From an optimization exercise on the open Yosys and OpenROAD flow, aimed at small area, a short achievable clock period and few clock cycles per item; shortcuts taken in it are not production practice. Only simulation tests tie the RTL to the original design; equivalence was not proved.

Design scalar_kalman_filter_core, start of the top module:
module scalar_kalman_filter_core
#(
  parameter int DATA_WIDTH = 32,
  parameter int FRAC_BITS  = 16
) (
  input  logic                 clk,
  input  logic                 rst_n,
  input  logic                 in_tvalid,
  output logic                 in_tready,
  input  logic [63:0]          in_tdata,     
  output logic                 out_tvalid,
  input  logic                 out_tready,
  output logic [31:0]          out_tdata,    
  output logic                 out_tuser,    
  input  logic                 cfg_valid,
  output logic                 cfg_ready,
  input  logic [2:0]           cfg_index,
  input  logic [31:0]          cfg_data
);
For scale: roughly 11000 cells after synthesis, about 920 flip-flops, about 140 I/O pins.
make LEC_CHECK=0 CAP_MARGIN=20 CORE_MARGIN=2 CORE_UTILIZATION=40 SETUP_SLACK_MARGIN=2.5 SLEW_MARGIN=20 finish   # period 10.0 ns
run.sh (not shown) runs the stock make flow with config.mk's settings and CLKGATE_MAP_FILE= SYNTH_SCRIPT=/design/flow/synth_recipe.tcl, a recipe that flattens the netlist after the stock synthesis.
Testbench counts at the start, summed over its fixed seeds: cycles 6,498, items 800.
Then changed:
--- a/flow/design.v
+++ b/flow/design.v
@@ -139,37 +139,34 @@
     dd_s   = dd_src[31];
     if (st == ST_IDL3) begin
       dd_mag = k_r;
       dd_s   = k_neg ^ k_r[31];
       dv_src = r_C;
     end
   end
   wire [31:0] dv_mag = dv_src[31] ? (32'd0 - dv_src) : dv_src;
   wire [47:0] dstream = {dd_mag, 16'd0};
   wire        d_ovf = {15'd0, dd_mag[31:15]} >= dv_mag;    
-  wire        d_lt1 = {12'd0, dd_mag[31:12]} <  dv_mag;    
-  wire        d_lt2 = { 8'd0, dd_mag[31:8]}  <  dv_mag;    
-  wire        d_lt3 = { 4'd0, dd_mag[31:4]}  <  dv_mag;    
-  wire        d_lt4 = dd_mag                 <  dv_mag;    
+  wire        d_lt20 = {4'd0, dd_mag[31:4]} < dv_mag;    
+  wire        d_lt16 = dd_mag < dv_mag;    
+  wire        d_lt12 = {dd_mag, 4'd0} < {4'd0, dv_mag};    
   logic [2:0]  d_cnt0;
   logic [31:0] d_rem0, d_q0;
   always_comb begin
     if (d_ovf) begin
       d_cnt0 = 3'd7; d_rem0 = 32'(dstream[47:32]); d_q0 = dstream[31:0];
-    end else if (d_lt4) begin
+    end else if (d_lt12) begin
+      d_cnt0 = 3'd5; d_rem0 = 32'(dstream[47:12]); d_q0 = {dstream[11:0], 20'd0};
+    end else if (d_lt16) begin
       d_cnt0 = 3'd4; d_rem0 = 32'(dstream[47:16]); d_q0 = {dstream[15:0], 16'd0};
-    end else if (d_lt3) begin
+    end else if (d_lt20) begin
       d_cnt0 = 3'd3; d_rem0 = 32'(dstream[47:20]); d_q0 = {dstream[19:0], 12'd0};
-    end else if (d_lt2) begin
-      d_cnt0 = 3'd2; d_rem0 = 32'(dstream[47:24]); d_q0 = {dstream[23:0], 8'd0};
-    end else if (d_lt1) begin
-      d_cnt0 = 3'd1; d_rem0 = 32'(dstream[47:28]); d_q0 = {dstream[27:0], 4'd0};
     end else begin
       d_cnt0 = 3'd0; d_rem0 = 32'(dstream[47:32]); d_q0 = dstream[31:0];
     end
   end
   logic [31:0] sr [3];
   logic [31:0] sq [3];
   always_comb begin
     logic [34:0] r4, f1, f2, f3;
     sr[0] = drem_r;
     sq[0] = s_r;
@@ -270,33 +267,23 @@
       OP_X3:   oc_n = xp_r;
       OP_P1:   oc_n = {1'b0, r_R};
       OP_P3:   oc_n = {1'b0, r_Q};
       OP_P6:   oc_n = pp_r;
       default: oc_n = '0;
     endcase
   end
   wire        commit_h = (op_b == OP_X3) && hit_r;    
   wire        commit_m = (op_b == OP_P6);             
   wire [31:0] psucc = (nsel == 2'd0) ? p_r : ((nsel == 2'd1) ? hp[0] : hp[1]);
-  wire [31:0] pn  = cmp_pend ? p_r : psucc;
-  wire [31:0] lk0 = cmp_pend ? hp[0] : p_r;
-  wire [31:0] lk1 = cmp_pend ? hp[1] : hp[0];
-  wire [31:0] lk2 = cmp_pend ? hp[2] : hp[1];
-  wire        lv0 = cmp_pend ? hv[0] : 1'b1;
-  wire        lv1 = cmp_pend ? hv[1] : hv[0];
-  wire        lv2 = cmp_pend ? hv[2] : hv[1];
-  wire        lf0 = cmp_pend ? hf[0] : 1'b0;
-  wire        lf1 = cmp_pend ? hf[1] : hf[0];
-  wire        lf2 = cmp_pend ? hf[2] : hf[1];
-  wire        e0 = lv0 && (pn == lk0);
-  wire        e1 = lv1 && (pn == lk1);
-  wire        e2 = lv2 && (pn == lk2);
+  wire        e0 = hv[0] && (p_r == hp[0]);
+  wire        e1 = hv[1] && (p_r == hp[1]);
+  wire        e2 = hv[2] && (p_r == hp[2]);
   task automatic push(input logic [31:0] pv, input logic [31:0] kv, input logic kn, input logic fv);
     hp[0] <= pv;    hk[0] <= kv;    hkn[0] <= kn;     hf[0] <= fv;    hv[0] <= 1'b1;
     hp[1] <= hp[0]; hk[1] <= hk[0]; hkn[1] <= hkn[0]; hf[1] <= hf[0]; hv[1] <= hv[0];
     hp[2] <= hp[1]; hk[2] <= hk[1]; hkn[2] <= hkn[1]; hf[2] <= hf[1]; hv[2] <= hv[1];
   endtask
   always_ff @(posedge clk) begin
     if (!rst_n) begin
       st      <= ST_I0;
       started <= 1'b0;
       x_r     <= '0;
@@ -325,25 +312,25 @@
         OP_X3: begin
           x_r   <= my;
           out_v <= 1'b1;
           out_f <= 1'b0;
         end
         OP_P6: p_r <= my;
         default: ;
       endcase
       if (commit_h) p_r <= psucc;
       if (commit_h || commit_m) push(p_r, k_r, k_neg, 1'b0);
-      cmp_pend <= commit_m;
-      if (commit_h || cmp_pend) begin
+      cmp_pend <= commit_h || commit_m;
+      if (cmp_pend) begin
         nhit <= e0 | e1 | e2;
         nsel <= e0 ? 2'd0 : (e1 ? 2'd1 : 2'd2);
-        nflt <= e0 ? lf0 : (e1 ? lf1 : lf2);
+        nflt <= e0 ? hf[0] : (e1 ? hf[1] : hf[2]);
       end
       case (st)
         ST_IFLT: if (slot) begin
           out_v <= 1'b1;
           out_f <= 1'b1;
         end
         ST_IX: if (slot) x_r <= k_sgn;
         ST_IP: begin
           p_r     <= k_sgn;
           started <= 1'b1;
Result: First-iteration DRC count went down by a few percent; register-to-register slack is better by 0.03 ns; global-route usage goes down by 1.4 points; non-clock buffer count rose by 5; setup slack gains 0.028 ns; clock-buffer cell count is unchanged; cell count went down by a few percent.
Testbench counts after the change, summed over its fixed seeds: cycles 6,510, items 800.

static timing again, ports no longer ideal:
The flow's constraints put no driver on any port. The routed layouts listed below were extracted and timed again, unchanged, in two steps. Step 1 (the two cells are an assumption about what drives the block):
set clk [get_ports {clk}]
set_driving_cell -lib_cell sky130_fd_sc_hd__clkbuf_16 $clk
set_driving_cell -lib_cell sky130_fd_sc_hd__buf_2 [delete_from_list [all_inputs] $clk]
Step 2, shift: input delay + t, output delay - t, t = (earliest + latest rising clock arrival at the registers) / 2. This alone moves slack from input paths to output paths. Three values: ideal, step 1, step 2; two values: the first two.
run	t (ns)	setup slack, ns	hold WS [ns]	worst setup path at the end	worst register clock-pin slew, ns
the first run	0.882	2.488 / 2.488 / 1.891	0.342 / 0.342 / 0.342	input to register	0.07 / 0.07
the second run	0.862	2.517 / 2.517 / 1.780	0.360 / 0.360 / 0.360	input to register	0.08 / 0.08
After both steps every run listed still meets setup and hold. For the second run, which loses most, drivers alone change the setup slack by 0.000 ns; drivers and shift together by -0.737 ns.
